This design comes from an exercise in tuning for small area, a short achievable clock period and few clock cycles per item on the open sky130 flow, not from production work. RTL that was checked went through simulation tests only; none was proved equivalent to the original. Power figures rest on the tool's default switching activity, not on a simulated workload.

// des_top
module des_top (
  input  logic        clk,
  input  logic        rst,
  input  logic        wb_cyc_i,
  input  logic        wb_stb_i,
  input  logic        wb_we_i,
  input  logic [2:0]  wb_adr_i,
  input  logic [31:0] wb_dat_i,
  output logic        wb_ack_o,
  output logic [31:0] wb_dat_o
);
export LEC_CHECK = 0
export CAP_MARGIN = 20
export CORE_MARGIN = 2
export CORE_UTILIZATION = 40
export SETUP_SLACK_MARGIN = 4.0
export SLEW_MARGIN = 20
create_clock -name core_clock -period 6.5 [get_ports {clk}]
standard.sh (not shown) runs the stock make flow with config.mk's settings and CLKGATE_MAP_FILE= SYNTH_SCRIPT=/design/flow/synth_recipe.tcl, a recipe that flattens the netlist after the stock synthesis.
==> flow/flow/run.sh <==
#!/bin/bash
# Standard layout, with plain buffers on the ports instead of the delay cells
# buffer_ports picks by default.
set -euo pipefail
export BUFFER_PORTS_ARGS="-buffer_cell sky130_fd_sc_hd__buf_2"
bash standard.sh finish > make_finish.log 2>&1
Testbench counts at the start, summed over its fixed seeds: cycles 8,512, items 384.
Then changed:
--- a/flow/design.v
+++ b/flow/design.v
@@ -131,19 +131,19 @@
 endpackage
 `timescale 1ns/10ps
 module des_key_sched (
   input  logic                    clk,
   input  logic                    idle,
   input  logic                    first,
   input  des_tables_pkg::block_t  key,
   input  logic                    decrypt,
   input  logic                    one,
-  output des_tables_pkg::subkey_t subkey
+  output des_tables_pkg::subkey_t subkey_nx
 );
   des_tables_pkg::cd_t c_q;
   des_tables_pkg::cd_t d_q;
   des_tables_pkg::cd_t c_nx;
   des_tables_pkg::cd_t d_nx;
   logic [55:0] pc1_out;
   logic [55:0] cd;
   always_comb begin
     for (int j = 0; j < 56; j++) pc1_out[55 - j] = key[64 - int'(des_tables_pkg::PC1_TABLE[(55 - j) * 7 +: 7])];
@@ -166,36 +166,29 @@
   assign d_nx = ({28{s_ld}} & {pc1_out[0], pc1_out[27:1]}) |
                 ({28{s_l1}} & {d_q[26:0], d_q[27]}) |
                 ({28{s_l2}} & {d_q[25:0], d_q[27:26]}) |
                 ({28{s_r1}} & {d_q[0], d_q[27:1]}) |
                 ({28{s_r2}} & {d_q[1:0], d_q[27:2]});
   always_ff @(posedge clk) begin
     c_q <= c_nx;
     d_q <= d_nx;
   end
-  assign cd = {c_q, d_q};
+  assign cd = {c_nx, d_nx};
   always_comb begin
-    for (int j = 0; j < 48; j++) subkey[47 - j] = cd[56 - int'(des_tables_pkg::PC2_TABLE[(47 - j) * 6 +: 6])];
+    for (int j = 0; j < 48; j++) subkey_nx[47 - j] = cd[56 - int'(des_tables_pkg::PC2_TABLE[(47 - j) * 6 +: 6])];
   end
 endmodule
 `timescale 1ns/10ps
 module des_round_f (
-  input  des_tables_pkg::half_t   r,
-  input  des_tables_pkg::subkey_t subkey,
+  input  des_tables_pkg::subkey_t mixed,
   output des_tables_pkg::half_t   f_out
 );
-  des_tables_pkg::subkey_t  expanded;
-  des_tables_pkg::subkey_t  mixed;
   des_tables_pkg::half_t    s_out;
-  always_comb begin
-    for (int j = 0; j < 48; j++) expanded[47 - j] = r[32 - int'(des_tables_pkg::E_TABLE[(47 - j) * 6 +: 6])];
-  end
-  assign mixed = expanded ^ subkey;
   des_sbox1 sbox1_inst (
     .x0(mixed[47]), .x1(mixed[46]), .x2(mixed[45]), .x3(mixed[44]), .x4(mixed[43]), .x5(mixed[42]),
     .z0(s_out[31]), .z1(s_out[30]), .z2(s_out[29]), .z3(s_out[28])
   );
   des_sbox2 sbox2_inst (
     .x0(mixed[41]), .x1(mixed[40]), .x2(mixed[39]), .x3(mixed[38]), .x4(mixed[37]), .x5(mixed[36]),
     .z0(s_out[27]), .z1(s_out[26]), .z2(s_out[25]), .z3(s_out[24])
   );
   des_sbox3 sbox3_inst (
@@ -1306,58 +1299,71 @@
   logic        done_q;
   logic        valid_q;
   logic [3:0]  cnt_q;
   des_tables_pkg::half_t   l_q;
   des_tables_pkg::half_t   r_q;
   des_tables_pkg::half_t   f_val;
   des_tables_pkg::half_t   r_base;
   des_tables_pkg::half_t   l_nx;
   des_tables_pkg::half_t   r_nx;
-  des_tables_pkg::subkey_t subkey;
+  des_tables_pkg::subkey_t subkey_nx;
+  des_tables_pkg::subkey_t x_q;
+  des_tables_pkg::subkey_t x_nx;
+  des_tables_pkg::subkey_t e_base;
+  des_tables_pkg::subkey_t e_f;
+  des_tables_pkg::half_t   f_gated;
   des_tables_pkg::block_t  ip_out;
   des_tables_pkg::block_t  preout;
   des_tables_pkg::block_t  fp_out;
   logic        near_end;
   logic        one;
   assign running  = run_q;
   assign near_end = (cnt_q[3:1] == 3'b111);
   assign busy     = run_q && !near_end;
   assign done     = done_q || (run_q && near_end);
   assign one      = (cnt_q == 4'd0) || (cnt_q == 4'd7) || (cnt_q == 4'd14);
   des_key_sched key_sched_inst (
     .clk     (clk),
     .idle    (!run_q && !start),
     .first   (start),
     .key     (job.key),
     .decrypt (decrypt),
     .one     (one),
-    .subkey  (subkey)
+    .subkey_nx (subkey_nx)
   );
   des_round_f round_f_inst (
-    .r      (r_q),
-    .subkey (subkey),
+    .mixed  (x_q),
     .f_out  (f_val)
   );
   assign preout = {r_q, l_q};
   always_comb begin
     for (int j = 0; j < 64; j++) begin
       ip_out[63 - j] = job.block[64 - int'(des_tables_pkg::IP_TABLE[(63 - j) * 7 +: 7])];
       fp_out[63 - j] = preout[64 - int'(des_tables_pkg::FP_TABLE[(63 - j) * 7 +: 7])];
     end
   end
   assign result = fp_out;
   assign valid  = valid_q;
   assign r_base = start ? ip_out[31:0] : (run_q ? l_q : r_q);
   assign l_nx   = start ? ip_out[63:32] : (run_q ? r_q : l_q);
-  assign r_nx   = r_base ^ (f_val & {32{run_q}});
+  assign f_gated = f_val & {32{run_q}};
+  assign r_nx    = r_base ^ f_gated;
+  always_comb begin
+    for (int j = 0; j < 48; j++) begin
+      e_base[47 - j] = r_base[32 - int'(des_tables_pkg::E_TABLE[(47 - j) * 6 +: 6])];
+      e_f[47 - j]    = f_gated[32 - int'(des_tables_pkg::E_TABLE[(47 - j) * 6 +: 6])];
+    end
+  end
+  assign x_nx = e_base ^ subkey_nx ^ e_f;
   always_ff @(posedge clk) begin
     l_q <= l_nx;
     r_q <= r_nx;
+    x_q <= x_nx;
   end
   always_ff @(posedge clk) begin
     if (start) cnt_q <= '0;
     else if (run_q) cnt_q <= cnt_q + 4'd1;
   end
   always_ff @(posedge clk) begin
     if (rst) begin
       run_q   <= 1'b0;
       done_q  <= 1'b0;
Clock power goes up by about 10%.
Hold slack improves by 0.028 ns.
Total power goes up by 5.3%.
Cell area goes up by 3.8%.
Maximum frequency goes down by 0.61%.
Only the layout flow was run in the second run of this note; the RTL was not checked for function there.

-- port drivers added, routing unchanged --
The flow's constraints put no driver on any port. The routed layouts listed below were extracted and timed again, unchanged, in two steps. Step 1 (the two cells are an assumption about what drives the block):
set clk [get_ports {clk}]
set_driving_cell -lib_cell sky130_fd_sc_hd__clkbuf_16 $clk
set_driving_cell -lib_cell sky130_fd_sc_hd__buf_2 [delete_from_list [all_inputs] $clk]
Step 2, shift: input delay + t, output delay - t, t = (earliest + latest rising clock arrival at the registers) / 2. This alone moves slack from input paths to output paths. Three values: no drivers, after step 1, after step 2; two values: the first two.
| run | t, ns | slack for setup (ns) | cell pins on the clock port's net |
|---|---|---|---|
| the first run | 0.593 | 3.967 / 3.967 / 3.490 | 1 |
| the second run | 0.579 | 3.952 / 3.952 / 3.453 | 1 |
After both steps every run listed still meets setup and hold. For the second run, which loses most, drivers alone change the setup slack by 0.000 ns; drivers and shift together by -0.499 ns.
